Context: an optimization exercise on an open-source flow, tuned for small area and a short achievable clock period. The choices shown serve that exercise and are no tape-out recipe. Only simulation tests tie the RTL to the original design; equivalence was not proved. Power is estimated from default activity; no workload was simulated.

==> 12-04: inputs <==
## cpuTop
module cpuTop (
    input  logic            i_clk,
    input  logic            i_arstN,
    input  logic            i_run,
    input  logic            i_progWe,
    input  logic [8-1:0] i_progAddr,
    input  logic [8:0]  i_progData,
    output logic [8-1:0] o_pc,
    output logic            o_regWe,
    output logic [2:0] o_regIdx,
    output logic [8-1:0]   o_regData,
    output logic            o_memWe,
    output logic [8-1:0]   o_memAddr,
    output logic [8-1:0]   o_memData
);
export LEC_CHECK = 0
export CAP_MARGIN = 20
export CELL_PAD_IN_SITES_DETAIL_PLACEMENT = 1
export CELL_PAD_IN_SITES_GLOBAL_PLACEMENT = 2
export CORE_MARGIN = 2
export CORE_UTILIZATION = 40
export CTS_CLUSTER_DIAMETER = 100
export CTS_CLUSTER_SIZE = 25
export PLACE_DENSITY = 0.5
export SETUP_SLACK_MARGIN = 0.3
export SLEW_MARGIN = 20
export SYNTH_HIERARCHICAL = 1
export SYNTH_MINIMUM_KEEP_SIZE = 0
create_clock -name core_clock -period 15.0 [get_ports {i_clk}]
standard.sh (not shown) runs the stock make flow with config.mk's settings and CLKGATE_MAP_FILE= SYNTH_SCRIPT=/design/flow/synth_recipe.tcl, a recipe that flattens the netlist after the stock synthesis.
==> flow/flow/run.sh <==
#!/bin/bash
# Own flow: the standard layout (standard synthesis, unchanged), with
#  - timing repair asked to leave setup slack well beyond zero, so the
#    achieved period shrinks below the clock period;
#  - sizing free to change a cell's footprint (the platform limits it to
#    cells of the same size by default);
#  - ports buffered with plain buffers instead of delay cells.
set -euo pipefail
bash standard.sh SETUP_SLACK_MARGIN=8.6 MATCH_CELL_FOOTPRINT=0 \
    "BUFFER_PORTS_ARGS=-buffer_cell sky130_fd_sc_hd__buf_4" \
    finish > standard_make.log 2>&1
==> 08-19: changes against 12-04 <==
--- a/flow/design.v
+++ b/flow/design.v
@@ -111,23 +111,25 @@
     end
     wbMux u_wb (.i_sel(ctl[C_WB +: 20]), .i_sum(sum), .i_diff(diff), .i_a(r0), .i_b(xReg),
                 .i_ld0(dmem[0]), .i_ld(ldFlat), .i_mov(yReg), .i_pc(pcInc), .i_imm(lo),
                 .o_y(wrData));
     wbMux u_wbOut (.i_sel(ctl[C_WB +: 20]), .i_sum(sum), .i_diff(diff), .i_a(r0), .i_b(xReg),
                    .i_ld0(dmem[0]), .i_ld(ldFlat), .i_mov(yReg), .i_pc(pcInc), .i_imm(lo),
                    .o_y(wrDataOut));
-    logic regWe, memWe;
+    logic regWe, memWe, regWeOut, memWeOut;
     and2 u_regWe (.a(i_run), .b(ctl[C_REGWE]), .y(regWe));
     and2 u_memWe (.a(i_run), .b(ctl[C_MEMWE]), .y(memWe));
+    and2 u_regWeOut (.a(i_run), .b(ctl[C_REGWE]), .y(regWeOut));
+    and2 u_memWeOut (.a(i_run), .b(ctl[C_MEMWE]), .y(memWeOut));
     logic [7:0] memData;
     assign memData = ctl[C_STI] ? {5'b0, lo} : yReg;
-    assign o_regWe   = regWe;
+    assign o_regWe   = regWeOut;
     assign o_regIdx  = dst;
     assign o_regData = wrDataOut;
-    assign o_memWe   = memWe;
+    assign o_memWe   = memWeOut;
     assign o_memAddr = xReg;
     assign o_memData = memData;
     logic [255:0] pSel;
     logic [8:0]   pRd;
     rdDec2 u_prdec (.i_addrA(xReg), .i_addrB(pcInc), .i_selA(jumpTaken), .o_sel(pSel));
     for (genvar b = 0; b < 9; b++) begin : g_prd
         logic [255:0] col;
==> flow/config.mk (replaced) <==
export PLATFORM = sky130hd
export DESIGN_NAME = cpuTop
export DESIGN_NICKNAME = cpuTop
export VERILOG_FILES = /design/flow/design.v
export SDC_FILE = /design/flow/constraint.sdc
export NUM_CORES = 4
export LEC_CHECK = 0
export CAP_MARGIN = 10
export CELL_PAD_IN_SITES_DETAIL_PLACEMENT = 1
export CELL_PAD_IN_SITES_GLOBAL_PLACEMENT = 2
export CORE_MARGIN = 2
export CORE_UTILIZATION = 45
export CTS_CLUSTER_DIAMETER = 100
export CTS_CLUSTER_SIZE = 25
export PLACE_DENSITY = 0.55
export SETUP_SLACK_MARGIN = 0.3
export SLEW_MARGIN = 10
export SYNTH_HIERARCHICAL = 1
export SYNTH_MINIMUM_KEEP_SIZE = 0
==> 05-22: changes against 12-04 <==
--- a/flow/design.v
+++ b/flow/design.v
@@ -111,23 +111,25 @@
     end
     wbMux u_wb (.i_sel(ctl[C_WB +: 20]), .i_sum(sum), .i_diff(diff), .i_a(r0), .i_b(xReg),
                 .i_ld0(dmem[0]), .i_ld(ldFlat), .i_mov(yReg), .i_pc(pcInc), .i_imm(lo),
                 .o_y(wrData));
     wbMux u_wbOut (.i_sel(ctl[C_WB +: 20]), .i_sum(sum), .i_diff(diff), .i_a(r0), .i_b(xReg),
                    .i_ld0(dmem[0]), .i_ld(ldFlat), .i_mov(yReg), .i_pc(pcInc), .i_imm(lo),
                    .o_y(wrDataOut));
-    logic regWe, memWe;
+    logic regWe, memWe, regWeOut, memWeOut;
     and2 u_regWe (.a(i_run), .b(ctl[C_REGWE]), .y(regWe));
     and2 u_memWe (.a(i_run), .b(ctl[C_MEMWE]), .y(memWe));
+    and2 u_regWeOut (.a(i_run), .b(ctl[C_REGWE]), .y(regWeOut));
+    and2 u_memWeOut (.a(i_run), .b(ctl[C_MEMWE]), .y(memWeOut));
     logic [7:0] memData;
     assign memData = ctl[C_STI] ? {5'b0, lo} : yReg;
-    assign o_regWe   = regWe;
+    assign o_regWe   = regWeOut;
     assign o_regIdx  = dst;
     assign o_regData = wrDataOut;
-    assign o_memWe   = memWe;
+    assign o_memWe   = memWeOut;
     assign o_memAddr = xReg;
     assign o_memData = memData;
     logic [255:0] pSel;
     logic [8:0]   pRd;
     rdDec2 u_prdec (.i_addrA(xReg), .i_addrB(pcInc), .i_selA(jumpTaken), .o_sel(pSel));
     for (genvar b = 0; b < 9; b++) begin : g_prd
         logic [255:0] col;
==> run summary <==
In combinational power, 05-22 and 12-04 hardly differ. Global-route usage, highest first: 08-19, 12-04, 05-22. Final cell count, lowest first: 08-19, 05-22, 12-04. The highest count of clock-buffer cells in the layout belongs to 05-22, the lowest to 08-19. In flip-flop and latch count, 05-22 and 12-04 do not differ. Of 08-19 and 05-22, 05-22 has the higher setup slack (gap 0.13 ns). The highest hold slack belongs to 12-04, the lowest to 05-22. Clock skew: 05-22 > 12-04 > 08-19.
==> figures <==
metric	12-04	08-19	05-22
Result of the run	finished clean	finished clean	finished clean
Global-route met2 utilization	56.80%	60.55%	57.21%
Worst hold stages	1	1	2
Portion of the post-synthesis area used by sequential elements	53.93%	53.93%	53.93%
Core footprint	0.4267 sq mm	0.3789 sq mm	0.4267 sq mm
Largest net degree at the start of global routing	145	135	120
Overall routed net length	805.2 mm	769.3 mm	796.8 mm
Number of non-clock inverters	141	141	144
Sequential cell area	0.09241 sq mm	0.09240 sq mm	0.09242 sq mm
Buffering stage count on the worst path with inverters included	4	6	6
Number of standard cells in the layout, taps in and fillers out	20,450	19,720	20,440
VDD IR max	106.6 uV	254.4 uV	98.29 uV
Critical-path cell with the highest stage delay	nand4_1	nand4_1	nor3_4
Worst Hold Launch	pmem[83][6]	pmem[88][6]	ldV[5]
Arrival time at the worst endpoint	7.37 ns	7.37 ns	7.26 ns
Top-area cell type share of the netlist area	51.35%	51.34%	51.34%
Clock transition at the register clock pins on the worst setup and hold paths after CTS	0.11 ns	0.09 ns	0.10 ns

[separate check: timing with driven ports]
In the flow no input, the clock included, has a driving cell. The finished layouts below were timed again as built, in two steps.
Step 1, drivers: a clkbuf_16 drives i_clk and a buf_2 each remaining input, both assumed.
Step 2 adds t to the input delays and takes it off the output delays; t is the mean of the earliest and latest rising clock arrival at the registers after step 1. Input paths then give back, and output paths get back, about the clock's delay inside the block.
Slacks: ideal ports / drivers / drivers and shift; pairs: ideal ports / drivers.
run | t, ns | setup slack, ns | worst setup path at the end | slew at the worst register clock pin (ns) | worst data-port slew with drivers (ns)
12-04 | 1.107 | 8.343 / 8.278 / 8.309 | input to output | 0.11 / 0.11 | 0.24
08-19 | 1.075 | 8.319 / 8.319 / 7.985 | input to register | 0.12 / 0.12 | 0.26
05-22 | 1.103 | 8.452 / 8.418 / 8.452 | register to register | 0.11 / 0.11 | 0.18
After both steps setup and hold are still met in every run listed. For 08-19, which loses most, drivers alone change the setup slack by 0.000 ns; drivers and shift together by -0.334 ns.
